This design comes from an exercise in tuning for small area on the open sky130 flow, not from production work.
Where RTL was checked, it was by simulation tests only, not by an equivalence proof against the original.
Function not checked in run 1: the RTL went through the layout flow alone.
Power figures rest on the tool's default switching activity, not on a simulated workload.

## flow/design.v (module list and top-level ports; edited modules follow where they fit)
// module exec_controller: 1328 lines
module exec_controller #(
    parameter int OPCODE_WIDTH = 15,
    parameter int PC_WIDTH     = 9,
    parameter int STACK_WIDTH  = 255,
    parameter int STACK_DEPTH  = 127
) (
    input  logic                   clk,
    input  logic                   rst,
    input  logic                   run,
    input  logic [OPCODE_WIDTH:0]  rom_data,
    input  logic [STACK_WIDTH:0]   top0,
    input  logic [STACK_WIDTH:0]   top1,
    output logic                   pc_load_sig,
    output logic                   pc_inc_sig,
    output logic [PC_WIDTH:0]      pc_load_val,
    output logic                   stack_push_sig,
    output logic [STACK_WIDTH:0]   stack_push_data,
    output logic [2:0]             stack_pop_sig,
    output logic [7:0]             depth,
    output logic                   halted,
    output logic                   fault
);
  // ...
==> flow/flow/run.sh <==
#!/bin/bash
# Standard ORFS layout, with two changes: the port buffers are the smallest plain buffer
# (buf_1) instead of the delay cell buffer_ports picks by default, and after global routing
# non-critical gates are sized down (power/area recovery).
set -euo pipefail
bash standard.sh \
  BUFFER_PORTS_ARGS="-buffer_cell sky130_fd_sc_hd__buf_1" \
  RECOVER_POWER=100 \
  finish > standard.log 2>&1
==> flow/standard.sh <==
#!/bin/bash
# synth_recipe.tcl (not shown) runs the flow's synth.tcl, then flattens the netlist and writes it again
# the make line also repeats each setting of config.mk as NAME=value (left out here)
make -C /OpenROAD-flow-scripts/flow DESIGN_CONFIG=/design/flow/config.mk WORK_HOME=/design/flow/orfs CLKGATE_MAP_FILE= SYNTH_SCRIPT=/design/flow/synth_recipe.tcl "${@:-finish}"
==> flow/config.mk <==
export PLATFORM = sky130hd
export DESIGN_NAME = exec_controller
export DESIGN_NICKNAME = exec_controller
export VERILOG_FILES = /design/flow/design.v
export SDC_FILE = /design/flow/constraint.sdc
export NUM_CORES = 4
export LEC_CHECK = 0
export CAP_MARGIN = 0
export CORE_MARGIN = 2
export CORE_UTILIZATION = 25
export CTS_BUF_LIST = sky130_fd_sc_hd__clkbuf_2 sky130_fd_sc_hd__clkbuf_4
export SETUP_SLACK_MARGIN = 0
export SLEW_MARGIN = 0
==> flow/constraint.sdc <==
create_clock -name core_clock -period 14.0 [get_ports {clk}]
set_input_delay 2.8000 -clock core_clock [delete_from_list [all_inputs] [get_ports {clk}]]
set_output_delay 2.8000 -clock core_clock [all_outputs]
set_load 0.01 [all_outputs]
==> results.sh, run 1 <==
export IMPL_synth_commonest_cells="270 x nand2_1, 252 x ha_1, 242 x o21ai_0"
export IMPL_final_core_util_pct=32.5
export IMPL_finalPower_uw=979
export IMPL_swShare_pct=58.1
export IMPL_status="no timing/DRC/antenna violations"
export IMPL_rows=88
export IMPL_grt_busiest_layer="met2"
export IMPL_grt_util_met3_pct=3.93
export IMPL_path_max_fanout=31
export IMPL_vias=16600
export IMPL_grt_overflow=0
export IMPL_crit_start="rom_data[12]"
export IMPL_seqCellArea_um2=275
export IMPL_end_kind="output port"
export IMPL_timing_max_cap_violations=0
export IMPL_whs_path_depth=1
export IMPL_grt_max_degree=219
export IMPL_taps=765
export IMPL_crit_buf_inv=6
export IMPL_dp_cells=3312
export IMPL_final_clk_cell_share_pct=0.160
export IMPL_layout_setup_ws_ns=0.396
export IMPL_synth_area_leaders="fa_1 31%, ha_1 22%, and3_1 9.2%"
export IMPL_hold_buffers=0
export IMPL_diodes=22
export IMPL_async_flop_share_pct=100
export IMPL_final_cell_mix="808 x buf_1, 268 x nand2_1, 252 x ha_1"
export IMPL_grt_pass1_wl_um=108000
export IMPL_crit_path_end="stack_push_data[159]"
export IMPL_drt_total_wl_um=76000
export IMPL_multi_input_area_um2=13600
export IMPL_grt_total_usage_pct=24.0
export IMPL_drc=0
export IMPL_hp_class="flop to flop"
export IMPL_cp_num_cells=32
export IMPL_ir_worst_vdd_v=0.0000604
export IMPL_final_common_cell="buf_1"
export IMPL_cts_sinks=11
export IMPL_p_clk_uw=24.5
export IMPL_grt_pass1_vias=16400
export IMPL_worstMarginPinSlew_ns=1.18
==> run 2: changes to the inputs <==
--- a/flow/design.v
+++ b/flow/design.v
@@ -721,273 +721,175 @@
     assign s0_31[6] = a[254] ^ b[254] ^ c31[6];
     assign c31[7] = (a[254] & b[254]) | (c31[6] & (a[254] ^ b[254]));
     assign s0_31[7] = a[255] ^ b[255] ^ c31[7];
     assign c31[8] = (a[255] & b[255]) | (c31[7] & (a[255] ^ b[255]));
     assign bg[31] = c31[8];
     assign bp[31] = &s0_31;
     wire pg1 = bg[1] | (bp[1] & bg[0]);
     wire pp1 = bp[1] & bp[0];
-    wire pg2 = bg[2] | (bp[2] & bg[1]);
-    wire pp2 = bp[2] & bp[1];
-    wire pg3 = bg[3] | (bp[3] & bg[2]);
-    wire pp3 = bp[3] & bp[2];
-    wire pg4 = bg[4] | (bp[4] & bg[3]);
-    wire pp4 = bp[4] & bp[3];
-    wire pg5 = bg[5] | (bp[5] & bg[4]);
-    wire pp5 = bp[5] & bp[4];
-    wire pg6 = bg[6] | (bp[6] & bg[5]);
-    wire pp6 = bp[6] & bp[5];
-    wire pg7 = bg[7] | (bp[7] & bg[6]);
-    wire pp7 = bp[7] & bp[6];
-    wire pg8 = bg[8] | (bp[8] & bg[7]);
-    wire pp8 = bp[8] & bp[7];
-    wire pg9 = bg[9] | (bp[9] & bg[8]);
-    wire pp9 = bp[9] & bp[8];
-    wire pg10 = bg[10] | (bp[10] & bg[9]);
-    wire pp10 = bp[10] & bp[9];
-    wire pg11 = bg[11] | (bp[11] & bg[10]);
-    wire pp11 = bp[11] & bp[10];
-    wire pg12 = bg[12] | (bp[12] & bg[11]);
-    wire pp12 = bp[12] & bp[11];
-    wire pg13 = bg[13] | (bp[13] & bg[12]);
-    wire pp13 = bp[13] & bp[12];
-    wire pg14 = bg[14] | (bp[14] & bg[13]);
-    wire pp14 = bp[14] & bp[13];
-    wire pg15 = bg[15] | (bp[15] & bg[14]);
-    wire pp15 = bp[15] & bp[14];
-    wire pg16 = bg[16] | (bp[16] & bg[15]);
-    wire pp16 = bp[16] & bp[15];
-    wire pg17 = bg[17] | (bp[17] & bg[16]);
-    wire pp17 = bp[17] & bp[16];
-    wire pg18 = bg[18] | (bp[18] & bg[17]);
-    wire pp18 = bp[18] & bp[17];
-    wire pg19 = bg[19] | (bp[19] & bg[18]);
-    wire pp19 = bp[19] & bp[18];
-    wire pg20 = bg[20] | (bp[20] & bg[19]);
-    wire pp20 = bp[20] & bp[19];
-    wire pg21 = bg[21] | (bp[21] & bg[20]);
-    wire pp21 = bp[21] & bp[20];
-    wire pg22 = bg[22] | (bp[22] & bg[21]);
-    wire pp22 = bp[22] & bp[21];
-    wire pg23 = bg[23] | (bp[23] & bg[22]);
-    wire pp23 = bp[23] & bp[22];
-    wire pg24 = bg[24] | (bp[24] & bg[23]);
-    wire pp24 = bp[24] & bp[23];
-    wire pg25 = bg[25] | (bp[25] & bg[24]);
-    wire pp25 = bp[25] & bp[24];
-    wire pg26 = bg[26] | (bp[26] & bg[25]);
-    wire pp26 = bp[26] & bp[25];
-    wire pg27 = bg[27] | (bp[27] & bg[26]);
-    wire pp27 = bp[27] & bp[26];
-    wire pg28 = bg[28] | (bp[28] & bg[27]);
-    wire pp28 = bp[28] & bp[27];
-    wire pg29 = bg[29] | (bp[29] & bg[28]);
-    wire pp29 = bp[29] & bp[28];
-    wire pg30 = bg[30] | (bp[30] & bg[29]);
-    wire pp30 = bp[30] & bp[29];
-    wire pg31 = bg[31] | (bp[31] & bg[30]);
-    wire pp31 = bp[31] & bp[30];
-    wire pg32 = pg2 | (pp2 & bg[0]);
-    wire pp32 = pp2 & bp[0];
-    wire pg33 = pg3 | (pp3 & pg1);
-    wire pp33 = pp3 & pp1;
-    wire pg34 = pg4 | (pp4 & pg2);
-    wire pp34 = pp4 & pp2;
-    wire pg35 = pg5 | (pp5 & pg3);
-    wire pp35 = pp5 & pp3;
-    wire pg36 = pg6 | (pp6 & pg4);
-    wire pp36 = pp6 & pp4;
-    wire pg37 = pg7 | (pp7 & pg5);
-    wire pp37 = pp7 & pp5;
-    wire pg38 = pg8 | (pp8 & pg6);
-    wire pp38 = pp8 & pp6;
-    wire pg39 = pg9 | (pp9 & pg7);
-    wire pp39 = pp9 & pp7;
-    wire pg40 = pg10 | (pp10 & pg8);
-    wire pp40 = pp10 & pp8;
-    wire pg41 = pg11 | (pp11 & pg9);
-    wire pp41 = pp11 & pp9;
-    wire pg42 = pg12 | (pp12 & pg10);
-    wire pp42 = pp12 & pp10;
-    wire pg43 = pg13 | (pp13 & pg11);
-    wire pp43 = pp13 & pp11;
-    wire pg44 = pg14 | (pp14 & pg12);
-    wire pp44 = pp14 & pp12;
-    wire pg45 = pg15 | (pp15 & pg13);
-    wire pp45 = pp15 & pp13;
-    wire pg46 = pg16 | (pp16 & pg14);
-    wire pp46 = pp16 & pp14;
-    wire pg47 = pg17 | (pp17 & pg15);
-    wire pp47 = pp17 & pp15;
-    wire pg48 = pg18 | (pp18 & pg16);
-    wire pp48 = pp18 & pp16;
-    wire pg49 = pg19 | (pp19 & pg17);
-    wire pp49 = pp19 & pp17;
-    wire pg50 = pg20 | (pp20 & pg18);
-    wire pp50 = pp20 & pp18;
-    wire pg51 = pg21 | (pp21 & pg19);
-    wire pp51 = pp21 & pp19;
-    wire pg52 = pg22 | (pp22 & pg20);
-    wire pp52 = pp22 & pp20;
-    wire pg53 = pg23 | (pp23 & pg21);
-    wire pp53 = pp23 & pp21;
-    wire pg54 = pg24 | (pp24 & pg22);
-    wire pp54 = pp24 & pp22;
-    wire pg55 = pg25 | (pp25 & pg23);
-    wire pp55 = pp25 & pp23;
-    wire pg56 = pg26 | (pp26 & pg24);
-    wire pp56 = pp26 & pp24;
-    wire pg57 = pg27 | (pp27 & pg25);
-    wire pp57 = pp27 & pp25;
-    wire pg58 = pg28 | (pp28 & pg26);
-    wire pp58 = pp28 & pp26;
-    wire pg59 = pg29 | (pp29 & pg27);
-    wire pp59 = pp29 & pp27;
-    wire pg60 = pg30 | (pp30 & pg28);
-    wire pp60 = pp30 & pp28;
-    wire pg61 = pg31 | (pp31 & pg29);
-    wire pp61 = pp31 & pp29;
-    wire pg62 = pg34 | (pp34 & bg[0]);
-    wire pp62 = pp34 & bp[0];
-    wire pg63 = pg35 | (pp35 & pg1);
-    wire pp63 = pp35 & pp1;
-    wire pg64 = pg36 | (pp36 & pg32);
-    wire pp64 = pp36 & pp32;
-    wire pg65 = pg37 | (pp37 & pg33);
-    wire pp65 = pp37 & pp33;
-    wire pg66 = pg38 | (pp38 & pg34);
-    wire pp66 = pp38 & pp34;
-    wire pg67 = pg39 | (pp39 & pg35);
-    wire pp67 = pp39 & pp35;
-    wire pg68 = pg40 | (pp40 & pg36);
-    wire pp68 = pp40 & pp36;
-    wire pg69 = pg41 | (pp41 & pg37);
-    wire pp69 = pp41 & pp37;
-    wire pg70 = pg42 | (pp42 & pg38);
-    wire pp70 = pp42 & pp38;
-    wire pg71 = pg43 | (pp43 & pg39);
-    wire pp71 = pp43 & pp39;
-    wire pg72 = pg44 | (pp44 & pg40);
-    wire pp72 = pp44 & pp40;
-    wire pg73 = pg45 | (pp45 & pg41);
-    wire pp73 = pp45 & pp41;
-    wire pg74 = pg46 | (pp46 & pg42);
-    wire pp74 = pp46 & pp42;
-    wire pg75 = pg47 | (pp47 & pg43);
-    wire pp75 = pp47 & pp43;
-    wire pg76 = pg48 | (pp48 & pg44);
-    wire pp76 = pp48 & pp44;
-    wire pg77 = pg49 | (pp49 & pg45);
-    wire pp77 = pp49 & pp45;
-    wire pg78 = pg50 | (pp50 & pg46);
-    wire pp78 = pp50 & pp46;
-    wire pg79 = pg51 | (pp51 & pg47);
-    wire pp79 = pp51 & pp47;
-    wire pg80 = pg52 | (pp52 & pg48);
-    wire pp80 = pp52 & pp48;
-    wire pg81 = pg53 | (pp53 & pg49);
-    wire pp81 = pp53 & pp49;
-    wire pg82 = pg54 | (pp54 & pg50);
-    wire pp82 = pp54 & pp50;
-    wire pg83 = pg55 | (pp55 & pg51);
-    wire pp83 = pp55 & pp51;
-    wire pg84 = pg56 | (pp56 & pg52);
-    wire pp84 = pp56 & pp52;
-    wire pg85 = pg57 | (pp57 & pg53);
-    wire pp85 = pp57 & pp53;
-    wire pg86 = pg58 | (pp58 & pg54);
-    wire pp86 = pp58 & pp54;
-    wire pg87 = pg59 | (pp59 & pg55);
-    wire pp87 = pp59 & pp55;
-    wire pg88 = pg60 | (pp60 & pg56);
-    wire pp88 = pp60 & pp56;
-    wire pg89 = pg61 | (pp61 & pg57);
-    wire pp89 = pp61 & pp57;
-    wire pg90 = pg66 | (pp66 & bg[0]);
-    wire pp90 = pp66 & bp[0];
-    wire pg91 = pg67 | (pp67 & pg1);
-    wire pp91 = pp67 & pp1;
-    wire pg92 = pg68 | (pp68 & pg32);
-    wire pp92 = pp68 & pp32;
-    wire pg93 = pg69 | (pp69 & pg33);
-    wire pp93 = pp69 & pp33;
-    wire pg94 = pg70 | (pp70 & pg62);
-    wire pp94 = pp70 & pp62;
-    wire pg95 = pg71 | (pp71 & pg63);
-    wire pp95 = pp71 & pp63;
-    wire pg96 = pg72 | (pp72 & pg64);
-    wire pp96 = pp72 & pp64;
-    wire pg97 = pg73 | (pp73 & pg65);
-    wire pp97 = pp73 & pp65;
-    wire pg98 = pg74 | (pp74 & pg66);
-    wire pp98 = pp74 & pp66;
-    wire pg99 = pg75 | (pp75 & pg67);
-    wire pp99 = pp75 & pp67;
-    wire pg100 = pg76 | (pp76 & pg68);
-    wire pp100 = pp76 & pp68;
-    wire pg101 = pg77 | (pp77 & pg69);
-    wire pp101 = pp77 & pp69;
-    wire pg102 = pg78 | (pp78 & pg70);
-    wire pp102 = pp78 & pp70;
-    wire pg103 = pg79 | (pp79 & pg71);
-    wire pp103 = pp79 & pp71;
-    wire pg104 = pg80 | (pp80 & pg72);
-    wire pp104 = pp80 & pp72;
-    wire pg105 = pg81 | (pp81 & pg73);
-    wire pp105 = pp81 & pp73;
-    wire pg106 = pg82 | (pp82 & pg74);
-    wire pp106 = pp82 & pp74;
-    wire pg107 = pg83 | (pp83 & pg75);
-    wire pp107 = pp83 & pp75;
-    wire pg108 = pg84 | (pp84 & pg76);
-    wire pp108 = pp84 & pp76;
-    wire pg109 = pg85 | (pp85 & pg77);
-    wire pp109 = pp85 & pp77;
-    wire pg110 = pg86 | (pp86 & pg78);
-    wire pp110 = pp86 & pp78;
-    wire pg111 = pg87 | (pp87 & pg79);
-    wire pp111 = pp87 & pp79;
-    wire pg112 = pg88 | (pp88 & pg80);
-    wire pp112 = pp88 & pp80;
-    wire pg113 = pg89 | (pp89 & pg81);
-    wire pp113 = pp89 & pp81;
-    wire pg114 = pg98 | (pp98 & bg[0]);
-    wire pp114 = pp98 & bp[0];
-    wire pg115 = pg99 | (pp99 & pg1);
-    wire pp115 = pp99 & pp1;
-    wire pg116 = pg100 | (pp100 & pg32);
-    wire pp116 = pp100 & pp32;
-    wire pg117 = pg101 | (pp101 & pg33);
-    wire pp117 = pp101 & pp33;
-    wire pg118 = pg102 | (pp102 & pg62);
-    wire pp118 = pp102 & pp62;
-    wire pg119 = pg103 | (pp103 & pg63);
-    wire pp119 = pp103 & pp63;
-    wire pg120 = pg104 | (pp104 & pg64);
-    wire pp120 = pp104 & pp64;
-    wire pg121 = pg105 | (pp105 & pg65);
-    wire pp121 = pp105 & pp65;
-    wire pg122 = pg106 | (pp106 & pg90);
-    wire pp122 = pp106 & pp90;
-    wire pg123 = pg107 | (pp107 & pg91);
-    wire pp123 = pp107 & pp91;
-    wire pg124 = pg108 | (pp108 & pg92);
-    wire pp124 = pp108 & pp92;
-    wire pg125 = pg109 | (pp109 & pg93);
-    wire pp125 = pp109 & pp93;
-    wire pg126 = pg110 | (pp110 & pg94);
-    wire pp126 = pp110 & pp94;
-    wire pg127 = pg111 | (pp111 & pg95);
-    wire pp127 = pp111 & pp95;
-    wire pg128 = pg112 | (pp112 & pg96);
-    wire pp128 = pp112 & pp96;
-    wire pg129 = pg113 | (pp113 & pg97);
-    wire pp129 = pp113 & pp97;
-    assign cout = pg129;
+    wire pg2 = bg[3] | (bp[3] & bg[2]);
+    wire pp2 = bp[3] & bp[2];
+    wire pg3 = bg[5] | (bp[5] & bg[4]);
+    wire pp3 = bp[5] & bp[4];
+    wire pg4 = bg[7] | (bp[7] & bg[6]);
+    wire pp4 = bp[7] & bp[6];
+    wire pg5 = bg[9] | (bp[9] & bg[8]);
+    wire pp5 = bp[9] & bp[8];
+    wire pg6 = bg[11] | (bp[11] & bg[10]);
+    wire pp6 = bp[11] & bp[10];
+    wire pg7 = bg[13] | (bp[13] & bg[12]);
+    wire pp7 = bp[13] & bp[12];
+    wire pg8 = bg[15] | (bp[15] & bg[14]);
+    wire pp8 = bp[15] & bp[14];
+    wire pg9 = bg[17] | (bp[17] & bg[16]);
+    wire pp9 = bp[17] & bp[16];
+    wire pg10 = bg[19] | (bp[19] & bg[18]);
+    wire pp10 = bp[19] & bp[18];
+    wire pg11 = bg[21] | (bp[21] & bg[20]);
+    wire pp11 = bp[21] & bp[20];
+    wire pg12 = bg[23] | (bp[23] & bg[22]);
+    wire pp12 = bp[23] & bp[22];
+    wire pg13 = bg[25] | (bp[25] & bg[24]);
+    wire pp13 = bp[25] & bp[24];
+    wire pg14 = bg[27] | (bp[27] & bg[26]);
+    wire pp14 = bp[27] & bp[26];
+    wire pg15 = bg[29] | (bp[29] & bg[28]);
+    wire pp15 = bp[29] & bp[28];
+    wire pg16 = bg[31] | (bp[31] & bg[30]);
+    wire pp16 = bp[31] & bp[30];
+    wire pg17 = bg[2] | (bp[2] & pg1);
+    wire pp17 = bp[2] & pp1;
+    wire pg18 = pg2 | (pp2 & pg1);
+    wire pp18 = pp2 & pp1;
+    wire pg19 = bg[6] | (bp[6] & pg3);
+    wire pp19 = bp[6] & pp3;
+    wire pg20 = pg4 | (pp4 & pg3);
+    wire pp20 = pp4 & pp3;
+    wire pg21 = bg[10] | (bp[10] & pg5);
+    wire pp21 = bp[10] & pp5;
+    wire pg22 = pg6 | (pp6 & pg5);
+    wire pp22 = pp6 & pp5;
+    wire pg23 = bg[14] | (bp[14] & pg7);
+    wire pp23 = bp[14] & pp7;
+    wire pg24 = pg8 | (pp8 & pg7);
+    wire pp24 = pp8 & pp7;
+    wire pg25 = bg[18] | (bp[18] & pg9);
+    wire pp25 = bp[18] & pp9;
+    wire pg26 = pg10 | (pp10 & pg9);
+    wire pp26 = pp10 & pp9;
+    wire pg27 = bg[22] | (bp[22] & pg11);
+    wire pp27 = bp[22] & pp11;
+    wire pg28 = pg12 | (pp12 & pg11);
+    wire pp28 = pp12 & pp11;
+    wire pg29 = bg[26] | (bp[26] & pg13);
+    wire pp29 = bp[26] & pp13;
+    wire pg30 = pg14 | (pp14 & pg13);
+    wire pp30 = pp14 & pp13;
+    wire pg31 = bg[30] | (bp[30] & pg15);
+    wire pp31 = bp[30] & pp15;
+    wire pg32 = pg16 | (pp16 & pg15);
+    wire pp32 = pp16 & pp15;
+    wire pg33 = bg[4] | (bp[4] & pg18);
+    wire pp33 = bp[4] & pp18;
+    wire pg34 = pg3 | (pp3 & pg18);
+    wire pp34 = pp3 & pp18;
+    wire pg35 = pg19 | (pp19 & pg18);
+    wire pp35 = pp19 & pp18;
+    wire pg36 = pg20 | (pp20 & pg18);
+    wire pp36 = pp20 & pp18;
+    wire pg37 = bg[12] | (bp[12] & pg22);
+    wire pp37 = bp[12] & pp22;
+    wire pg38 = pg7 | (pp7 & pg22);
+    wire pp38 = pp7 & pp22;
+    wire pg39 = pg23 | (pp23 & pg22);
+    wire pp39 = pp23 & pp22;
+    wire pg40 = pg24 | (pp24 & pg22);
+    wire pp40 = pp24 & pp22;
+    wire pg41 = bg[20] | (bp[20] & pg26);
+    wire pp41 = bp[20] & pp26;
+    wire pg42 = pg11 | (pp11 & pg26);
+    wire pp42 = pp11 & pp26;
+    wire pg43 = pg27 | (pp27 & pg26);
+    wire pp43 = pp27 & pp26;
+    wire pg44 = pg28 | (pp28 & pg26);
+    wire pp44 = pp28 & pp26;
+    wire pg45 = bg[28] | (bp[28] & pg30);
+    wire pp45 = bp[28] & pp30;
+    wire pg46 = pg15 | (pp15 & pg30);
+    wire pp46 = pp15 & pp30;
+    wire pg47 = pg31 | (pp31 & pg30);
+    wire pp47 = pp31 & pp30;
+    wire pg48 = pg32 | (pp32 & pg30);
+    wire pp48 = pp32 & pp30;
+    wire pg49 = bg[8] | (bp[8] & pg36);
+    wire pp49 = bp[8] & pp36;
+    wire pg50 = pg5 | (pp5 & pg36);
+    wire pp50 = pp5 & pp36;
+    wire pg51 = pg21 | (pp21 & pg36);
+    wire pp51 = pp21 & pp36;
+    wire pg52 = pg22 | (pp22 & pg36);
+    wire pp52 = pp22 & pp36;
+    wire pg53 = pg37 | (pp37 & pg36);
+    wire pp53 = pp37 & pp36;
+    wire pg54 = pg38 | (pp38 & pg36);
+    wire pp54 = pp38 & pp36;
+    wire pg55 = pg39 | (pp39 & pg36);
+    wire pp55 = pp39 & pp36;
+    wire pg56 = pg40 | (pp40 & pg36);
+    wire pp56 = pp40 & pp36;
+    wire pg57 = bg[24] | (bp[24] & pg44);
+    wire pp57 = bp[24] & pp44;
+    wire pg58 = pg13 | (pp13 & pg44);
+    wire pp58 = pp13 & pp44;
+    wire pg59 = pg29 | (pp29 & pg44);
+    wire pp59 = pp29 & pp44;
+    wire pg60 = pg30 | (pp30 & pg44);
+    wire pp60 = pp30 & pp44;
+    wire pg61 = pg45 | (pp45 & pg44);
+    wire pp61 = pp45 & pp44;
+    wire pg62 = pg46 | (pp46 & pg44);
+    wire pp62 = pp46 & pp44;
+    wire pg63 = pg47 | (pp47 & pg44);
+    wire pp63 = pp47 & pp44;
+    wire pg64 = pg48 | (pp48 & pg44);
+    wire pp64 = pp48 & pp44;
+    wire pg65 = bg[16] | (bp[16] & pg56);
+    wire pp65 = bp[16] & pp56;
+    wire pg66 = pg9 | (pp9 & pg56);
+    wire pp66 = pp9 & pp56;
+    wire pg67 = pg25 | (pp25 & pg56);
+    wire pp67 = pp25 & pp56;
+    wire pg68 = pg26 | (pp26 & pg56);
+    wire pp68 = pp26 & pp56;
+    wire pg69 = pg41 | (pp41 & pg56);
+    wire pp69 = pp41 & pp56;
+    wire pg70 = pg42 | (pp42 & pg56);
+    wire pp70 = pp42 & pp56;
+    wire pg71 = pg43 | (pp43 & pg56);
+    wire pp71 = pp43 & pp56;
+    wire pg72 = pg44 | (pp44 & pg56);
+    wire pp72 = pp44 & pp56;
+    wire pg73 = pg57 | (pp57 & pg56);
+    wire pp73 = pp57 & pp56;
+    wire pg74 = pg58 | (pp58 & pg56);
+    wire pp74 = pp58 & pp56;
+    wire pg75 = pg59 | (pp59 & pg56);
+    wire pp75 = pp59 & pp56;
+    wire pg76 = pg60 | (pp60 & pg56);
+    wire pp76 = pp60 & pp56;
+    wire pg77 = pg61 | (pp61 & pg56);
+    wire pp77 = pp61 & pp56;
+    wire pg78 = pg62 | (pp62 & pg56);
+    wire pp78 = pp62 & pp56;
+    wire pg79 = pg63 | (pp63 & pg56);
+    wire pp79 = pp63 & pp56;
+    wire pg80 = pg64 | (pp64 & pg56);
+    wire pp80 = pp64 & pp56;
+    assign cout = pg80;
     wire [7:0] x1;
     assign x1[0] = bg[0];
     assign x1[1] = x1[0] & s0_1[0];
     assign x1[2] = x1[1] & s0_1[1];
     assign x1[3] = x1[2] & s0_1[2];
     assign x1[4] = x1[3] & s0_1[3];
     assign x1[5] = x1[4] & s0_1[4];
     assign x1[6] = x1[5] & s0_1[5];
@@ -999,297 +901,297 @@
     assign x2[2] = x2[1] & s0_2[1];
     assign x2[3] = x2[2] & s0_2[2];
     assign x2[4] = x2[3] & s0_2[3];
     assign x2[5] = x2[4] & s0_2[4];
     assign x2[6] = x2[5] & s0_2[5];
     assign x2[7] = x2[6] & s0_2[6];
     assign s[23:16] = s0_2 ^ x2;
     wire [7:0] x3;
-    assign x3[0] = pg32;
+    assign x3[0] = pg17;
     assign x3[1] = x3[0] & s0_3[0];
     assign x3[2] = x3[1] & s0_3[1];
     assign x3[3] = x3[2] & s0_3[2];
     assign x3[4] = x3[3] & s0_3[3];
     assign x3[5] = x3[4] & s0_3[4];
     assign x3[6] = x3[5] & s0_3[5];
     assign x3[7] = x3[6] & s0_3[6];
     assign s[31:24] = s0_3 ^ x3;
     wire [7:0] x4;
-    assign x4[0] = pg33;
+    assign x4[0] = pg18;
     assign x4[1] = x4[0] & s0_4[0];
     assign x4[2] = x4[1] & s0_4[1];
     assign x4[3] = x4[2] & s0_4[2];
     assign x4[4] = x4[3] & s0_4[3];
     assign x4[5] = x4[4] & s0_4[4];
     assign x4[6] = x4[5] & s0_4[5];
     assign x4[7] = x4[6] & s0_4[6];
     assign s[39:32] = s0_4 ^ x4;
     wire [7:0] x5;
-    assign x5[0] = pg62;
+    assign x5[0] = pg33;
     assign x5[1] = x5[0] & s0_5[0];
     assign x5[2] = x5[1] & s0_5[1];
     assign x5[3] = x5[2] & s0_5[2];
     assign x5[4] = x5[3] & s0_5[3];
     assign x5[5] = x5[4] & s0_5[4];
     assign x5[6] = x5[5] & s0_5[5];
     assign x5[7] = x5[6] & s0_5[6];
     assign s[47:40] = s0_5 ^ x5;
     wire [7:0] x6;
-    assign x6[0] = pg63;
+    assign x6[0] = pg34;
     assign x6[1] = x6[0] & s0_6[0];
     assign x6[2] = x6[1] & s0_6[1];
     assign x6[3] = x6[2] & s0_6[2];
     assign x6[4] = x6[3] & s0_6[3];
     assign x6[5] = x6[4] & s0_6[4];
     assign x6[6] = x6[5] & s0_6[5];
     assign x6[7] = x6[6] & s0_6[6];
     assign s[55:48] = s0_6 ^ x6;
     wire [7:0] x7;
-    assign x7[0] = pg64;
+    assign x7[0] = pg35;
     assign x7[1] = x7[0] & s0_7[0];
     assign x7[2] = x7[1] & s0_7[1];
     assign x7[3] = x7[2] & s0_7[2];
     assign x7[4] = x7[3] & s0_7[3];
     assign x7[5] = x7[4] & s0_7[4];
     assign x7[6] = x7[5] & s0_7[5];
     assign x7[7] = x7[6] & s0_7[6];
     assign s[63:56] = s0_7 ^ x7;
     wire [7:0] x8;
-    assign x8[0] = pg65;
+    assign x8[0] = pg36;
     assign x8[1] = x8[0] & s0_8[0];
     assign x8[2] = x8[1] & s0_8[1];
     assign x8[3] = x8[2] & s0_8[2];
     assign x8[4] = x8[3] & s0_8[3];
     assign x8[5] = x8[4] & s0_8[4];
     assign x8[6] = x8[5] & s0_8[5];
     assign x8[7] = x8[6] & s0_8[6];
     assign s[71:64] = s0_8 ^ x8;
     wire [7:0] x9;
-    assign x9[0] = pg90;
+    assign x9[0] = pg49;
     assign x9[1] = x9[0] & s0_9[0];
     assign x9[2] = x9[1] & s0_9[1];
     assign x9[3] = x9[2] & s0_9[2];
     assign x9[4] = x9[3] & s0_9[3];
     assign x9[5] = x9[4] & s0_9[4];
     assign x9[6] = x9[5] & s0_9[5];
     assign x9[7] = x9[6] & s0_9[6];
     assign s[79:72] = s0_9 ^ x9;
     wire [7:0] x10;
-    assign x10[0] = pg91;
+    assign x10[0] = pg50;
     assign x10[1] = x10[0] & s0_10[0];
     assign x10[2] = x10[1] & s0_10[1];
     assign x10[3] = x10[2] & s0_10[2];
     assign x10[4] = x10[3] & s0_10[3];
     assign x10[5] = x10[4] & s0_10[4];
     assign x10[6] = x10[5] & s0_10[5];
     assign x10[7] = x10[6] & s0_10[6];
     assign s[87:80] = s0_10 ^ x10;
     wire [7:0] x11;
-    assign x11[0] = pg92;
+    assign x11[0] = pg51;
     assign x11[1] = x11[0] & s0_11[0];
     assign x11[2] = x11[1] & s0_11[1];
     assign x11[3] = x11[2] & s0_11[2];
     assign x11[4] = x11[3] & s0_11[3];
     assign x11[5] = x11[4] & s0_11[4];
     assign x11[6] = x11[5] & s0_11[5];
     assign x11[7] = x11[6] & s0_11[6];
     assign s[95:88] = s0_11 ^ x11;
     wire [7:0] x12;
-    assign x12[0] = pg93;
+    assign x12[0] = pg52;
     assign x12[1] = x12[0] & s0_12[0];
     assign x12[2] = x12[1] & s0_12[1];
     assign x12[3] = x12[2] & s0_12[2];
     assign x12[4] = x12[3] & s0_12[3];
     assign x12[5] = x12[4] & s0_12[4];
     assign x12[6] = x12[5] & s0_12[5];
     assign x12[7] = x12[6] & s0_12[6];
     assign s[103:96] = s0_12 ^ x12;
     wire [7:0] x13;
-    assign x13[0] = pg94;
+    assign x13[0] = pg53;
     assign x13[1] = x13[0] & s0_13[0];
     assign x13[2] = x13[1] & s0_13[1];
     assign x13[3] = x13[2] & s0_13[2];
     assign x13[4] = x13[3] & s0_13[3];
     assign x13[5] = x13[4] & s0_13[4];
     assign x13[6] = x13[5] & s0_13[5];
     assign x13[7] = x13[6] & s0_13[6];
     assign s[111:104] = s0_13 ^ x13;
     wire [7:0] x14;
-    assign x14[0] = pg95;
+    assign x14[0] = pg54;
     assign x14[1] = x14[0] & s0_14[0];
     assign x14[2] = x14[1] & s0_14[1];
     assign x14[3] = x14[2] & s0_14[2];
     assign x14[4] = x14[3] & s0_14[3];
     assign x14[5] = x14[4] & s0_14[4];
     assign x14[6] = x14[5] & s0_14[5];
     assign x14[7] = x14[6] & s0_14[6];
     assign s[119:112] = s0_14 ^ x14;
     wire [7:0] x15;
-    assign x15[0] = pg96;
+    assign x15[0] = pg55;
     assign x15[1] = x15[0] & s0_15[0];
     assign x15[2] = x15[1] & s0_15[1];
     assign x15[3] = x15[2] & s0_15[2];
     assign x15[4] = x15[3] & s0_15[3];
     assign x15[5] = x15[4] & s0_15[4];
     assign x15[6] = x15[5] & s0_15[5];
     assign x15[7] = x15[6] & s0_15[6];
     assign s[127:120] = s0_15 ^ x15;
     wire [7:0] x16;
-    assign x16[0] = pg97;
+    assign x16[0] = pg56;
     assign x16[1] = x16[0] & s0_16[0];
     assign x16[2] = x16[1] & s0_16[1];
     assign x16[3] = x16[2] & s0_16[2];
     assign x16[4] = x16[3] & s0_16[3];
     assign x16[5] = x16[4] & s0_16[4];
     assign x16[6] = x16[5] & s0_16[5];
     assign x16[7] = x16[6] & s0_16[6];
     assign s[135:128] = s0_16 ^ x16;
     wire [7:0] x17;
-    assign x17[0] = pg114;
+    assign x17[0] = pg65;
     assign x17[1] = x17[0] & s0_17[0];
     assign x17[2] = x17[1] & s0_17[1];
     assign x17[3] = x17[2] & s0_17[2];
     assign x17[4] = x17[3] & s0_17[3];
     assign x17[5] = x17[4] & s0_17[4];
     assign x17[6] = x17[5] & s0_17[5];
     assign x17[7] = x17[6] & s0_17[6];
     assign s[143:136] = s0_17 ^ x17;
     wire [7:0] x18;
-    assign x18[0] = pg115;
+    assign x18[0] = pg66;
     assign x18[1] = x18[0] & s0_18[0];
     assign x18[2] = x18[1] & s0_18[1];
     assign x18[3] = x18[2] & s0_18[2];
     assign x18[4] = x18[3] & s0_18[3];
     assign x18[5] = x18[4] & s0_18[4];
     assign x18[6] = x18[5] & s0_18[5];
     assign x18[7] = x18[6] & s0_18[6];
     assign s[151:144] = s0_18 ^ x18;
     wire [7:0] x19;
-    assign x19[0] = pg116;
+    assign x19[0] = pg67;
     assign x19[1] = x19[0] & s0_19[0];
     assign x19[2] = x19[1] & s0_19[1];
     assign x19[3] = x19[2] & s0_19[2];
     assign x19[4] = x19[3] & s0_19[3];
     assign x19[5] = x19[4] & s0_19[4];
     assign x19[6] = x19[5] & s0_19[5];
     assign x19[7] = x19[6] & s0_19[6];
     assign s[159:152] = s0_19 ^ x19;
     wire [7:0] x20;
-    assign x20[0] = pg117;
+    assign x20[0] = pg68;
     assign x20[1] = x20[0] & s0_20[0];
     assign x20[2] = x20[1] & s0_20[1];
     assign x20[3] = x20[2] & s0_20[2];
     assign x20[4] = x20[3] & s0_20[3];
     assign x20[5] = x20[4] & s0_20[4];
     assign x20[6] = x20[5] & s0_20[5];
     assign x20[7] = x20[6] & s0_20[6];
     assign s[167:160] = s0_20 ^ x20;
     wire [7:0] x21;
-    assign x21[0] = pg118;
+    assign x21[0] = pg69;
     assign x21[1] = x21[0] & s0_21[0];
     assign x21[2] = x21[1] & s0_21[1];
     assign x21[3] = x21[2] & s0_21[2];
     assign x21[4] = x21[3] & s0_21[3];
     assign x21[5] = x21[4] & s0_21[4];
     assign x21[6] = x21[5] & s0_21[5];
     assign x21[7] = x21[6] & s0_21[6];
     assign s[175:168] = s0_21 ^ x21;
     wire [7:0] x22;
-    assign x22[0] = pg119;
+    assign x22[0] = pg70;
     assign x22[1] = x22[0] & s0_22[0];
     assign x22[2] = x22[1] & s0_22[1];
     assign x22[3] = x22[2] & s0_22[2];
     assign x22[4] = x22[3] & s0_22[3];
     assign x22[5] = x22[4] & s0_22[4];
     assign x22[6] = x22[5] & s0_22[5];
     assign x22[7] = x22[6] & s0_22[6];
     assign s[183:176] = s0_22 ^ x22;
     wire [7:0] x23;
-    assign x23[0] = pg120;
+    assign x23[0] = pg71;
     assign x23[1] = x23[0] & s0_23[0];
     assign x23[2] = x23[1] & s0_23[1];
     assign x23[3] = x23[2] & s0_23[2];
     assign x23[4] = x23[3] & s0_23[3];
     assign x23[5] = x23[4] & s0_23[4];
     assign x23[6] = x23[5] & s0_23[5];
     assign x23[7] = x23[6] & s0_23[6];
     assign s[191:184] = s0_23 ^ x23;
     wire [7:0] x24;
-    assign x24[0] = pg121;
+    assign x24[0] = pg72;
     assign x24[1] = x24[0] & s0_24[0];
     assign x24[2] = x24[1] & s0_24[1];
     assign x24[3] = x24[2] & s0_24[2];
     assign x24[4] = x24[3] & s0_24[3];
     assign x24[5] = x24[4] & s0_24[4];
     assign x24[6] = x24[5] & s0_24[5];
     assign x24[7] = x24[6] & s0_24[6];
     assign s[199:192] = s0_24 ^ x24;
     wire [7:0] x25;
-    assign x25[0] = pg122;
+    assign x25[0] = pg73;
     assign x25[1] = x25[0] & s0_25[0];
     assign x25[2] = x25[1] & s0_25[1];
     assign x25[3] = x25[2] & s0_25[2];
     assign x25[4] = x25[3] & s0_25[3];
     assign x25[5] = x25[4] & s0_25[4];
     assign x25[6] = x25[5] & s0_25[5];
     assign x25[7] = x25[6] & s0_25[6];
     assign s[207:200] = s0_25 ^ x25;
     wire [7:0] x26;
-    assign x26[0] = pg123;
+    assign x26[0] = pg74;
     assign x26[1] = x26[0] & s0_26[0];
     assign x26[2] = x26[1] & s0_26[1];
     assign x26[3] = x26[2] & s0_26[2];
     assign x26[4] = x26[3] & s0_26[3];
     assign x26[5] = x26[4] & s0_26[4];
     assign x26[6] = x26[5] & s0_26[5];
     assign x26[7] = x26[6] & s0_26[6];
     assign s[215:208] = s0_26 ^ x26;
     wire [7:0] x27;
-    assign x27[0] = pg124;
+    assign x27[0] = pg75;
     assign x27[1] = x27[0] & s0_27[0];
     assign x27[2] = x27[1] & s0_27[1];
     assign x27[3] = x27[2] & s0_27[2];
     assign x27[4] = x27[3] & s0_27[3];
     assign x27[5] = x27[4] & s0_27[4];
     assign x27[6] = x27[5] & s0_27[5];
     assign x27[7] = x27[6] & s0_27[6];
     assign s[223:216] = s0_27 ^ x27;
     wire [7:0] x28;
-    assign x28[0] = pg125;
+    assign x28[0] = pg76;
     assign x28[1] = x28[0] & s0_28[0];
     assign x28[2] = x28[1] & s0_28[1];
     assign x28[3] = x28[2] & s0_28[2];
     assign x28[4] = x28[3] & s0_28[3];
     assign x28[5] = x28[4] & s0_28[4];
     assign x28[6] = x28[5] & s0_28[5];
     assign x28[7] = x28[6] & s0_28[6];
     assign s[231:224] = s0_28 ^ x28;
     wire [7:0] x29;
-    assign x29[0] = pg126;
+    assign x29[0] = pg77;
     assign x29[1] = x29[0] & s0_29[0];
     assign x29[2] = x29[1] & s0_29[1];
     assign x29[3] = x29[2] & s0_29[2];
     assign x29[4] = x29[3] & s0_29[3];
     assign x29[5] = x29[4] & s0_29[4];
     assign x29[6] = x29[5] & s0_29[5];
     assign x29[7] = x29[6] & s0_29[6];
     assign s[239:232] = s0_29 ^ x29;
     wire [7:0] x30;
-    assign x30[0] = pg127;
+    assign x30[0] = pg78;
     assign x30[1] = x30[0] & s0_30[0];
     assign x30[2] = x30[1] & s0_30[1];
     assign x30[3] = x30[2] & s0_30[2];
     assign x30[4] = x30[3] & s0_30[3];
     assign x30[5] = x30[4] & s0_30[4];
     assign x30[6] = x30[5] & s0_30[5];
     assign x30[7] = x30[6] & s0_30[6];
     assign s[247:240] = s0_30 ^ x30;
     wire [7:0] x31;
-    assign x31[0] = pg128;
+    assign x31[0] = pg79;
     assign x31[1] = x31[0] & s0_31[0];
     assign x31[2] = x31[1] & s0_31[1];
     assign x31[3] = x31[2] & s0_31[2];
     assign x31[4] = x31[3] & s0_31[3];
     assign x31[5] = x31[4] & s0_31[4];
     assign x31[6] = x31[5] & s0_31[5];
     assign x31[7] = x31[6] & s0_31[6];
     assign s[255:248] = s0_31 ^ x31;
@@ -1307,17 +1209,25 @@
     always_comb begin
         state_d = state_q;
         if (st_idle) state_d = run ? 3'b001 : 3'b000;
         else if (st_fetch) state_d = 3'b010;
         else if (st_exec) state_d = trap ? 3'b110 : (o_halt ? 3'b100 : 3'b001);
     end
     wire d_inc = ok & (o_pushi | o_dup);
     wire d_dec = ok & (o_pop1 | o_arith);
-    wire [7:0] depth_d = d_inc ? depth_q + 8'd1 : (d_dec ? depth_q - 8'd1 : depth_q);
+    wire       d_chg = d_inc | d_dec;
+    wire [7:0] d_w   = depth_q ^ {8{d_dec}};
+    wire [7:0] d_run;
+    assign d_run[0] = d_chg;
+    genvar gi;
+    for (gi = 1; gi < 8; gi++) begin : g_dr
+        assign d_run[gi] = d_run[gi-1] & d_w[gi-1];
+    end
+    wire [7:0] depth_d = depth_q ^ d_run;
     always_ff @(posedge clk or posedge rst) begin
         if (rst) begin
             state_q <= 3'b000;
             depth_q <= 8'd0;
         end else begin
             state_q <= state_d;
             depth_q <= depth_d;
         end
==> run 2 against run 1 <==
Compared with the run above: still clean; clock power down 7%; area after synthesis up 0.14%; via count down 3.3%; core utilization down 0.23 points; final cell count down 1.1%; power down 11%; wire length down 4.4%; sequential cell count unchanged; critical path depth unchanged; worst setup slack worse by 0.11 ns; combinational power down 11%; largest cell class unchanged; highest routed layer unchanged.
==> results.sh, run 2 <==
export IMPL_yosys_register_bits=11
export IMPL_finalCritPeriodShare_pct=98.0
export IMPL_final_hold_viol_count=0
export IMPL_drc=0
export IMPL_place_hpwl_um=64700
export IMPL_area_delta_synth_final_pct=27.5
export IMPL_crit_arrival_ns=10.92
export IMPL_timing_max_cap_violations=0
export IMPL_grt_overflow=0
export IMPL_die_area_um2=60600
export IMPL_final_core_util_pct=32.3
export IMPL_rsz0062_at_grt="false"
export IMPL_mappedNetlistNets=2770
export IMPL_cpPeakStageDelay_ns=0.58
export IMPL_drive_above_1_share_pct=2.66
export IMPL_largest_register_ffs=8
export IMPL_hold_buffers=0
export IMPL_start_kind="input pin"
export IMPL_swShare_pct=56.2
export IMPL_path_max_fanout=58
export IMPL_yosysSeqAreaShare_pct=1.88
export IMPL_io_pins=813
export IMPL_ir_worst_vdd_v=0.0000255
export IMPL_first_pass_iters=5
export IMPL_postCtsSetupRepairBufs=0
export IMPL_synth_area_leaders="fa_1 31%, ha_1 21%, and2_1 9.2%"
export IMPL_postSynthCellCount=1766
export IMPL_root_buffer="clkbuf_4"
export IMPL_antenna_found_initial=25
export IMPL_syn_cell_area_um2=14700
export IMPL_clk_latency_ns=0.27
export IMPL_via_per_inst=4.87
export IMPL_synth_commonest_cells="254 x nand2_1, 248 x ha_1, 239 x o21ai_0"
export IMPL_grt_max_degree=110
export IMPL_reg_top3="depth_q x8, state_q x3"
export IMPL_fmax_ghz=0.0729
export IMPL_grt_pass1_vias=16000
export IMPL_avgSynthCellArea_um2=8.30
export IMPL_worstMarginPinSlew_ns=1.13
export IMPL_clkPwrFrac_pct=2.6
export IMPL_seq_power_share_pct=7.1
export IMPL_start_util_pct=25.4
export IMPL_die_h_um=246
export IMPL_relSlewSlack_pct=24.6
export IMPL_p_int_uw=381
export IMPL_final_antenna_net_count=0
export IMPL_grt_total_usage_pct=22.8
export IMPL_synthMostInstantiatedCell="nand2_1"
export IMPL_tritoncts="yes"
export IMPL_period_needed_ns=13.72
export IMPL_worst_clock_skew_ns=0.00193
export IMPL_final_common_cell="buf_1"
export IMPL_crit_slowest_cell="o311ai_0"
export IMPL_layout_setup_ws_ns=0.283
export IMPL_p_sw_uw=490
export IMPL_wl_per_cell_um=22.0
export IMPL_cts_sinks=11
export IMPL_synth_cell_type_count=69
export IMPL_ys_warn_count=1
export IMPL_async_flop_share_pct=100
export IMPL_largest_register="depth_q"
export IMPL_grt_pass1_wl_um=103000
export IMPL_core_area_um2=57800
export IMPL_cts_buffers_inserted=3
export IMPL_status="no timing/DRC/antenna violations"
export IMPL_end_kind="output port"
export IMPL_synth_edf_count=0
export IMPL_nNetsFinal=3527
export IMPL_p_per_area_nw_per_um2=46.7
export IMPL_combinationalPowerShare_pct=90.3
export IMPL_p_leak_uw=0.00781
export IMPL_drt_iter0_markers=921
export IMPL_die_width_um=246
export IMPL_drt_total_wl_um=72700
export IMPL_drv_slew=0
export IMPL_worst_ep_required_time_ns=11.20
export IMPL_dp_worst_setup_slack_ns=0.293
export IMPL_ys_flop_type="dfrtp_1"
export IMPL_finalSetupViolCount=0
export IMPL_clk_pin_slew_ns=0.06
export IMPL_gp_congestion=1.01
export IMPL_synth_top_area_share_pct=30.7
export IMPL_h_tree_depth=1
export IMPL_vias=16100
export IMPL_synth_largest_area_cell="fa_1"
export IMPL_fin_tns_setup_ns=0
export IMPL_rows=88
export IMPL_io_buffer_count=811
export IMPL_final_cell_mix="807 x buf_1, 252 x nand2_1, 248 x o21ai_0, 248 x ha_1, 225 x fa_1"
export IMPL_hp_class="flop to flop"
export IMPL_clk_path_buf_depth=2
export IMPL_path_class="input pin to output port"
## run 2: cell type report
class,count,area [um^2]
Multi-Input combinational cell,1577,13700
Antenna cell,15,37.5
Inverter,79,297
Fill cell,6411,39100
Clock buffer,4,30.0
Timing Repair Buffer,851,3390
Tap cell,765,957
Sequential cell,11,275
## run 2: layer usage
layer  wire length (um)  global-route usage [%]
met2              33400                    37.1
met3               5990                    4.32
met5                 49                       0
met1              30600                    30.4
met4               2640                    7.27
## run 2: critical path: cells and delay by family
family | cells | cell delay [ns]
AND/OR/NAND/NOR | 4 | 0.79
AO/OA/AOI/OAI | 7 | 1.85
buffers and inverters | 7 | 1.19
adder cells (fa/ha/maj) | 14 | 4.20
## run 2: kinds of logic after synthesis
kind of cell | Yosys count | synth area share, %
flops | 11 | 1.88
fa+ha+maj | 473 | 51.9
other cells | 1 | 0.0256
simple gates | 699 | 24.4
buf+inv | 178 | 4.70
xor+xnor | 42 | 2.51
mux | 2 | 0.145
compound gates | 360 | 14.4
## run 2: path summary, 6_finish.rpt
check,start,end,slack [ns],depth (start not counted)
worst max-delay path,rom_data[13],stack_push_data[118],0.28,32
worst min-delay path,state_q[0]$_DFF_PP0_,state_q[2]$_DFFE_PP0P_,0.47,1
worst max register to register,depth_q[0]$_DFF_PP0_,depth_q[7]$_DFF_PP0_,10.91,8
worst min register to register,state_q[0]$_DFF_PP0_,state_q[2]$_DFFE_PP0P_,0.47,1
max in group asynchronous,rst,state_q[1]$_DFFE_PP0P_,11.19,2
min in group asynchronous,rst,depth_q[0]$_DFF_PP0_,2.52,2
## run 2: power by group through the flow
stage | clock (uW) | combinational, uW | sequential, uW
2_1_floorplan | 0 | 460 | 57.8
5_1_grt | 25.9 | 887 | 63.8
3_5_place_dp | 0 | 778 | 61.9
4_1_cts | 24.0 | 787 | 61.4
3_3_place_gp | 0 | 780 | 60.9
6_report | 22.9 | 787 | 61.6
## run 2: what timing repair did
| item | 4_1_cts | 5_1_grt |
|---|---|---|
| endpoints found under the setup margin | 0 | 18 |
| endpoints found under the hold margin | 0 | 0 |
| gates resized for setup | 0 | 4 |
## run 2: stage by stage
stage	hold slack [ns]	total power (uW)	std cells	instance area [um^2]
after floorplan	0.428	518	1766	14700
after global placement	0.446	841	3283	18700
after detailed placement	0.458	840	3283	18700
after CTS	0.469	873	3287	18700
after global routing	0.493	977	3298	18700
final	0.472	872	3302	18700
==> run 3: changes to the inputs <==
==> flow/flow/run.sh (replaced) <==
#!/bin/bash
# Standard ORFS layout, with three changes: Yosys's synth runs without its early generic ABC
# pass (SYNTH_ARGS=-noabc; the full ABC mapping after adder extraction still runs), the port
# buffers are the smallest plain buffer (buf_1) instead of the delay cell buffer_ports picks by
# default, and after global routing non-critical gates are sized down (power/area recovery).
set -euo pipefail
bash standard.sh \
  SYNTH_ARGS=-noabc \
  BUFFER_PORTS_ARGS="-buffer_cell sky130_fd_sc_hd__buf_1" \
  RECOVER_POWER=100 \
  finish > standard.log 2>&1
==> run 3 against run 2 <==
Compared with the run above: still clean; clock skew decreased by 0.00090 ns; global-route usage decreased by 0.81 points; wire length decreased by 8.6%; combinational power decreased by 6.7%; critical path type unchanged; largest cell class unchanged; largest power group unchanged.
==> results.sh, run 3 <==
export IMPL_rows=86
export IMPL_final_core_util_pct=32.6
export IMPL_crit_top_cell="ha_1"
export IMPL_timing_max_cap_violations=0
export IMPL_final_common_cell="buf_1"
export IMPL_grt_pass1_vias=15300
export IMPL_core_area_um2=55200
export IMPL_grt_total_usage_pct=22.0
export IMPL_hp_class="flop to flop"
export IMPL_grt_pass1_wl_um=94800
export IMPL_synth_top_area_share_pct=32.2
export IMPL_first_pass_iters=5
export IMPL_swShare_pct=55.1
export IMPL_final_cell_mix="805 x buf_1, 279 x nand2_1, 267 x o21ai_0"
export IMPL_final_hold_viol_count=0
export IMPL_cts_buffers_inserted=3
export IMPL_ys_flop_type="dfrtp_1"
export IMPL_worst_clock_skew_ns=0.00102
export IMPL_crit_arrival_ns=10.68
export IMPL_gp_congestion=0.953
export IMPL_vias=15100
export IMPL_p_per_area_nw_per_um2=45.6
export IMPL_finalSetupViolCount=0
export IMPL_synth_area_leaders="fa_1 32%, ha_1 22%, and2_1 9.7%"
export IMPL_tritoncts="yes"
export IMPL_period_needed_ns=13.48
export IMPL_postSynthCellCount=1661
export IMPL_final_antenna_net_count=0
export IMPL_placed_cell_area_um2=17900
export IMPL_path_class="input pin to output port"
export IMPL_cpPeakStageDelay_ns=0.49
export IMPL_rsz0062_at_grt="false"
export IMPL_avgSynthCellArea_um2=8.41
export IMPL_clk_path_buf_depth=2
export IMPL_antenna_found_initial=29
export IMPL_p_int_uw=368
export IMPL_crit_start="rom_data[13]"
export IMPL_yosys_register_bits=11
export IMPL_ys_warn_count=1
export IMPL_drc=0
export IMPL_wl_per_cell_um=20.8
export IMPL_nNetsFinal=3423
export IMPL_synth_edf_count=0
export IMPL_drv_slew=0
export IMPL_worst_ep_required_time_ns=11.20
export IMPL_worstMarginPinSlew_ns=0.940
export IMPL_synthMostInstantiatedCell="nand2_1"
export IMPL_die_width_um=240
export IMPL_combinationalPowerShare_pct=89.5
export IMPL_fin_tns_setup_ns=0
export IMPL_hp_start="state_q[0]$_DFF_PP0_"
export IMPL_fmax_ghz=0.0742
export IMPL_via_per_inst=4.74
export IMPL_p_sw_uw=452
export IMPL_die_h_um=240
export IMPL_die_area_um2=57800
export IMPL_start_util_pct=25.3
export IMPL_async_flop_share_pct=100
export IMPL_drt_iter0_markers=740
export IMPL_dp_cells=3162
export IMPL_drive_above_1_share_pct=2.07
export IMPL_end_kind="output port"
export IMPL_p_leak_uw=0.00753
export IMPL_seq_power_share_pct=7.6
export IMPL_synth_commonest_cells="280 x nand2_1, 266 x o21ai_0, 248 x ha_1"
export IMPL_status="no timing/DRC/antenna violations"
export IMPL_start_kind="input pin"
export IMPL_synth_cell_type_count=55
export IMPL_area_delta_synth_final_pct=28.7
export IMPL_place_hpwl_um=59200
export IMPL_cts_sinks=11
export IMPL_io_pins=813
export IMPL_root_buffer="clkbuf_4"
export IMPL_crit_slowest_cell="fa_1"
export IMPL_finalCritPeriodShare_pct=96.3
export IMPL_relSlewSlack_pct=37.4
export IMPL_syn_cell_area_um2=14000
export IMPL_hold_buffers=0
export IMPL_finalNonFillerCells=3186
export IMPL_path_max_fanout=38
export IMPL_grt_overflow=0
export IMPL_io_buffer_count=811
export IMPL_grt_max_degree=226
export IMPL_clk_latency_ns=0.27
export IMPL_ir_worst_vdd_v=0.0000279
export IMPL_yosysSeqAreaShare_pct=1.97
export IMPL_reg_top3="depth_q x8, state_q x3"
export IMPL_largest_register_ffs=8
export IMPL_drt_total_wl_um=66400
export IMPL_largest_register="depth_q"
export IMPL_r2r_start="depth_q[4]$_DFF_PP0_"
export IMPL_synth_largest_area_cell="fa_1"
export IMPL_design_area_um2=18000
export IMPL_h_tree_depth=1
export IMPL_clk_pin_slew_ns=0.07
export IMPL_mappedNetlistNets=2665
export IMPL_clkPwrFrac_pct=2.9
[run 3: path summary, 6_finish.rpt]
check	end	slack, ns	cells past startpoint
worst max-delay path	stack_push_data[159]	0.52	33
worst min-delay path	state_q[0]$_DFF_PP0_	0.46	1
worst max register to register	depth_q[7]$_DFF_PP0_	10.94	9
worst min register to register	state_q[0]$_DFF_PP0_	0.46	1
max in group asynchronous	depth_q[0]$_DFF_PP0_	11.21	2
min in group asynchronous	depth_q[6]$_DFF_PP0_	2.49	2
[run 3: cell families after synthesis]
group,Yosys count,share of synthesized area (%)
AO/OA/AOI/OAI,342,13.8
XOR/XNOR,40,2.51
adder cells (fa/ha/maj),473,54.5
buffers and inverters,117,3.30
flip-flops,11,1.97
multiplexers,2,0.170
other,1,0.0268
AND/OR/NAND/NOR,675,23.8
[run 3: layout make-up]
class,instances,area [um^2]
Inverter,27,101
Tap cell,748,936
Fill cell,6084,37200
Multi-Input combinational cell,1533,13200
Clock buffer,4,30.0
Sequential cell,11,275
Antenna cell,20,50.0
Timing Repair Buffer,843,3350
[run 3: worst max-delay path: cells and delay by family]
family	cells	cell delay (ns)
compound gates	7	1.62
xor+xnor	1	0.30
fa+ha+maj	15	4.34
buf+inv	4	0.76
simple gates	6	0.85
[run 3: power groups by stage]
| stage | logic [uW] | registers, uW | clock network [uW] |
|---|---|---|---|
| after floorplan | 435 | 60.6 | 0 |
| after global placement | 726 | 63.0 | 0 |
| after detailed placement | 725 | 63.2 | 0 |
| after CTS | 733 | 62.6 | 24.3 |
| after global routing | 828 | 65.3 | 26.9 |
| final | 734 | 62.6 | 23.5 |
[run 3: routing by layer]
layer  GRT usage [%]  share of wire, %
met4            10.8               5.3
met1            25.9                38
met3            4.47               7.3
met5               0             0.060
met2            38.0                49
[run 3: per-stage QoR]
stage	total power, uW	setup slack (ns)	hold WS, ns
2_1_floorplan	495	1.52	0.423
3_3_place_gp	789	0.480	0.454
3_5_place_dp	788	0.389	0.450
4_1_cts	820	0.391	0.459
5_1_grt	920	0.0782	0.468
6_report	821	0.520	0.456
[run 3: repair_timing]
item                                    4_1_cts  5_1_grt
buffers inserted                              0        0
hold endpoints to repair                      0        0
endpoints found under the setup margin        0        1
resized for setup                             0        1
==> run 4: changes to the inputs <==
==> flow/flow/run.sh (replaced) <==
#!/bin/bash
# Standard ORFS layout, with two changes: Yosys's synth runs without its early generic ABC
# pass (SYNTH_ARGS=-noabc; the full ABC mapping after adder extraction still runs), and the
# port buffers are the smallest plain buffer (buf_1) instead of the delay cell buffer_ports
# picks by default.
set -euo pipefail
bash standard.sh \
  SYNTH_ARGS=-noabc \
  BUFFER_PORTS_ARGS="-buffer_cell sky130_fd_sc_hd__buf_1" \
  finish > standard.log 2>&1
==> run 4 against run 3 <==
Compared with the run above: still clean on timing, DRC and antenna; maximum frequency rose by 0.21%; final cell count unchanged; worst setup slack better by 0.029 ns; largest power group unchanged.
==> results.sh, run 4 <==
export IMPL_layout_setup_ws_ns=0.548
export IMPL_drt_total_wl_um=66500
export IMPL_first_pass_iters=5
export IMPL_grt_pass1_vias=15300
export IMPL_r2r_cells=9
export IMPL_r2r_slack_ns=11.29
export IMPL_whs_path_depth=1
export IMPL_final_cell_mix="811 x buf_1, 279 x nand2_1, 266 x o21ai_0"
export IMPL_ctsResizeCount=0
export IMPL_yosys_register_bits=11
export IMPL_antenna_found_initial=29
export IMPL_final_antenna_net_count=0
export IMPL_finalSetupViolCount=0
export IMPL_clk_pin_slew_ns=0.07
export IMPL_path_class="input pin to output port"
export IMPL_timing_max_cap_violations=0
export IMPL_worst_clock_skew_ns=0.00294
export IMPL_hp_start="state_q[0]$_DFF_PP0_"
export IMPL_drt_iter0_markers=720
export IMPL_path_max_fanout=38
export IMPL_clk_latency_ns=0.27
export IMPL_cpPeakStageDelay_ns=0.49
export IMPL_clk_path_buf_depth=2
export IMPL_synth_area_leaders="fa_1 32%, ha_1 22%, and2_1 9.7%"
export IMPL_grt_overflow=0
export IMPL_relSlewSlack_pct=37.1
export IMPL_p_leak_uw=0.00767
export IMPL_synth_top_family_by_area="adder cells"
export IMPL_drv_slew=0
export IMPL_tritoncts="yes"
export IMPL_root_buffer="clkbuf_4"
export IMPL_place_hpwl_um=59200
export IMPL_via_per_inst=4.73
export IMPL_die_area_um2=57800
export IMPL_reg_top3="depth_q x8, state_q x3"
export IMPL_grt_max_degree=226
export IMPL_cts_sinks=11
export IMPL_yosysSeqAreaShare_pct=1.97
export IMPL_fmax_ghz=0.0743
export IMPL_synth_compound_area_share_pct=13.8
export IMPL_finalCritPeriodShare_pct=96.1
export IMPL_io_buffer_count=811
export IMPL_status="no timing/DRC/antenna violations"
export IMPL_r2r_start="depth_q[4]$_DFF_PP0_"
export IMPL_ir_worst_vdd_v=0.0000280
export IMPL_largest_register_ffs=8
export IMPL_drc=0
export IMPL_avgSynthCellArea_um2=8.41
export IMPL_async_flop_share_pct=100
export IMPL_syn_cell_area_um2=14000
export IMPL_vias=15100
export IMPL_h_tree_depth=1
export IMPL_gp_congestion=0.953
export IMPL_io_pins=813
export IMPL_period_needed_ns=13.45
export IMPL_end_kind="output port"
export IMPL_core_area_um2=55200
export IMPL_grt_pass1_wl_um=94800
export IMPL_drive_above_1_share_pct=2.44
export IMPL_postCtsSetupRepairBufs=0
export IMPL_grt_total_usage_pct=22.0
export IMPL_worstMarginPinSlew_ns=0.934
export IMPL_hold_buffers=0
export IMPL_synth_xor_xnor_area_share_pct=2.51
export IMPL_rsz0062_at_grt="false"
export IMPL_area_delta_synth_final_pct=28.9
export IMPL_cts_buffers_inserted=3
export IMPL_synth_edf_count=0
export IMPL_worst_ep_required_time_ns=11.20
export IMPL_ys_flop_type="dfrtp_1"
export IMPL_dp_worst_setup_slack_ns=0.389
export IMPL_final_core_util_pct=32.6
export IMPL_die_h_um=240
export IMPL_wl_per_cell_um=20.9
export IMPL_synth_largest_area_cell="fa_1"
export IMPL_min_to="state_q[0]$_DFF_PP0_"
export IMPL_synthMuxAreaShare_pct=0.170
export IMPL_start_kind="input pin"
export IMPL_crit_top_cell="ha_1"
export IMPL_synth_cell_type_count=55
export IMPL_crit_arrival_ns=10.65
export IMPL_start_util_pct=25.3
export IMPL_die_width_um=240
export IMPL_largest_register="depth_q"
export IMPL_worstReg2RegEnd="depth_q[7]$_DFF_PP0_"
export IMPL_final_common_cell="buf_1"
export IMPL_hp_class="flop to flop"
export IMPL_yosys_area_share_simple_pct=23.8
export IMPL_postSynthCellCount=1661
export IMPL_mappedNetlistNets=2665
export IMPL_synthMostInstantiatedCell="nand2_1"
export IMPL_crit_slowest_cell="fa_1"
export IMPL_synthAdderAreaFrac_pct=54.5
export IMPL_nNetsFinal=3423
export IMPL_p_per_area_nw_per_um2=45.7
export IMPL_synth_commonest_cells="280 x nand2_1, 266 x o21ai_0, 248 x ha_1"
export IMPL_rows=86
export IMPL_final_hold_viol_count=0
export IMPL_synth_top_area_share_pct=32.2
export IMPL_nFillCells=6076
export IMPL_fin_tns_setup_ns=0
export IMPL_ys_warn_count=1
-- run 4: layer usage --
metal	up-vias	global-route usage, %	routed length (um)
met5	-	0	46
met3	136	4.47	4780
met2	656	38.0	32500
met4	8	10.8	3590
met1	7067	25.9	25600
li1	7211	-	-
-- run 4: layout make-up --
type | count | area (um^2) | area share (%)
timing repair buffer | 843 | 3360 | 18.7
antenna | 20 | 50.0 | 0.278
inverter | 27 | 101 | 0.563
tap | 748 | 936 | 5.20
multi-input combinational | 1533 | 13300 | 73.6
sequential | 11 | 275 | 1.53
clock buffer | 4 | 30.0 | 0.167
-- run 4: worst max-delay path, delay by kind of cell --
family	cells	cell delay, ns
fa+ha+maj	15	4.34
compound gates	7	1.64
simple gates	6	0.92
buf+inv	4	0.79
xor+xnor	1	0.16
-- run 4: cell families after synthesis --
family / count (synthesis)
AO/OA/AOI/OAI: 342
XOR/XNOR: 40
flip-flops: 11
adder cells (fa/ha/maj): 473
buffers and inverters: 117
multiplexers: 2
other: 1
AND/OR/NAND/NOR: 675
-- run 4: where the power goes --
| group | leakage, uW | switching [uW] | internal [uW] | total, uW |
|---|---|---|---|---|
| registers | 0.000140 | 19.3 | 43.4 | 62.6 |
| clock network | 0.0000185 | 10.7 | 13.0 | 23.7 |
| logic | 0.00751 | 423 | 313 | 736 |
-- run 4: stage by stage --
step                power [uW]  hold slack, ns  cell area (um^2)  cells
finish                     822           0.454             18000   3186
global route               921           0.468             18000   3185
CTS                        820           0.459             18000   3166
detailed placement         788           0.450             17900   3162
global placement           789           0.454             17900   3162
floorplan                  495           0.423             14000   1661
-- run 4: how the worst max path moves through the flow --
stage,from,to,cells after the start
2_1_floorplan,rom_data[12],stack_push_data[247],33
3_3_place_gp,rom_data[14],stack_push_data[222],33
3_5_place_dp,rom_data[14],stack_push_data[247],35
4_1_cts,rom_data[14],stack_push_data[255],34
5_1_grt,rom_data[13],stack_push_data[239],34
6_report,rom_data[13],stack_push_data[159],33

==> afterwards: timing with drivers on the ports <==
Ports are ideal in the flow. The routed layouts listed here were re-timed in OpenROAD.
Step 1: set_driving_cell puts a clkbuf_16 on clk and a buf_2 on each other input, an assumption about the parent block.
Step 2, shift: input delay + t, output delay - t, t = (earliest + latest rising clock arrival at the registers) / 2. This alone moves slack from input paths to output paths.
Three values: ideal ports, drivers, drivers and shift; two values: the first two.
run | t (ns) | slack for setup (ns) | slew at the worst register clock pin (ns) | pins driven straight from the clock port
run 1 | 0.306 | 0.396 / 0.367 / 0.367 | 0.08 / 0.08 | 1
run 2 | 0.293 | 0.283 / 0.253 / 0.253 | 0.06 / 0.06 | 1
run 3 | 0.300 | 0.520 / 0.489 / 0.489 | 0.07 / 0.07 | 1
run 4 | 0.301 | 0.548 / 0.519 / 0.519 | 0.07 / 0.07 | 1
After both steps every run listed still meets setup and hold. For run 3, which loses most, drivers alone change the setup slack by -0.031 ns; drivers and shift together by -0.031 ns.
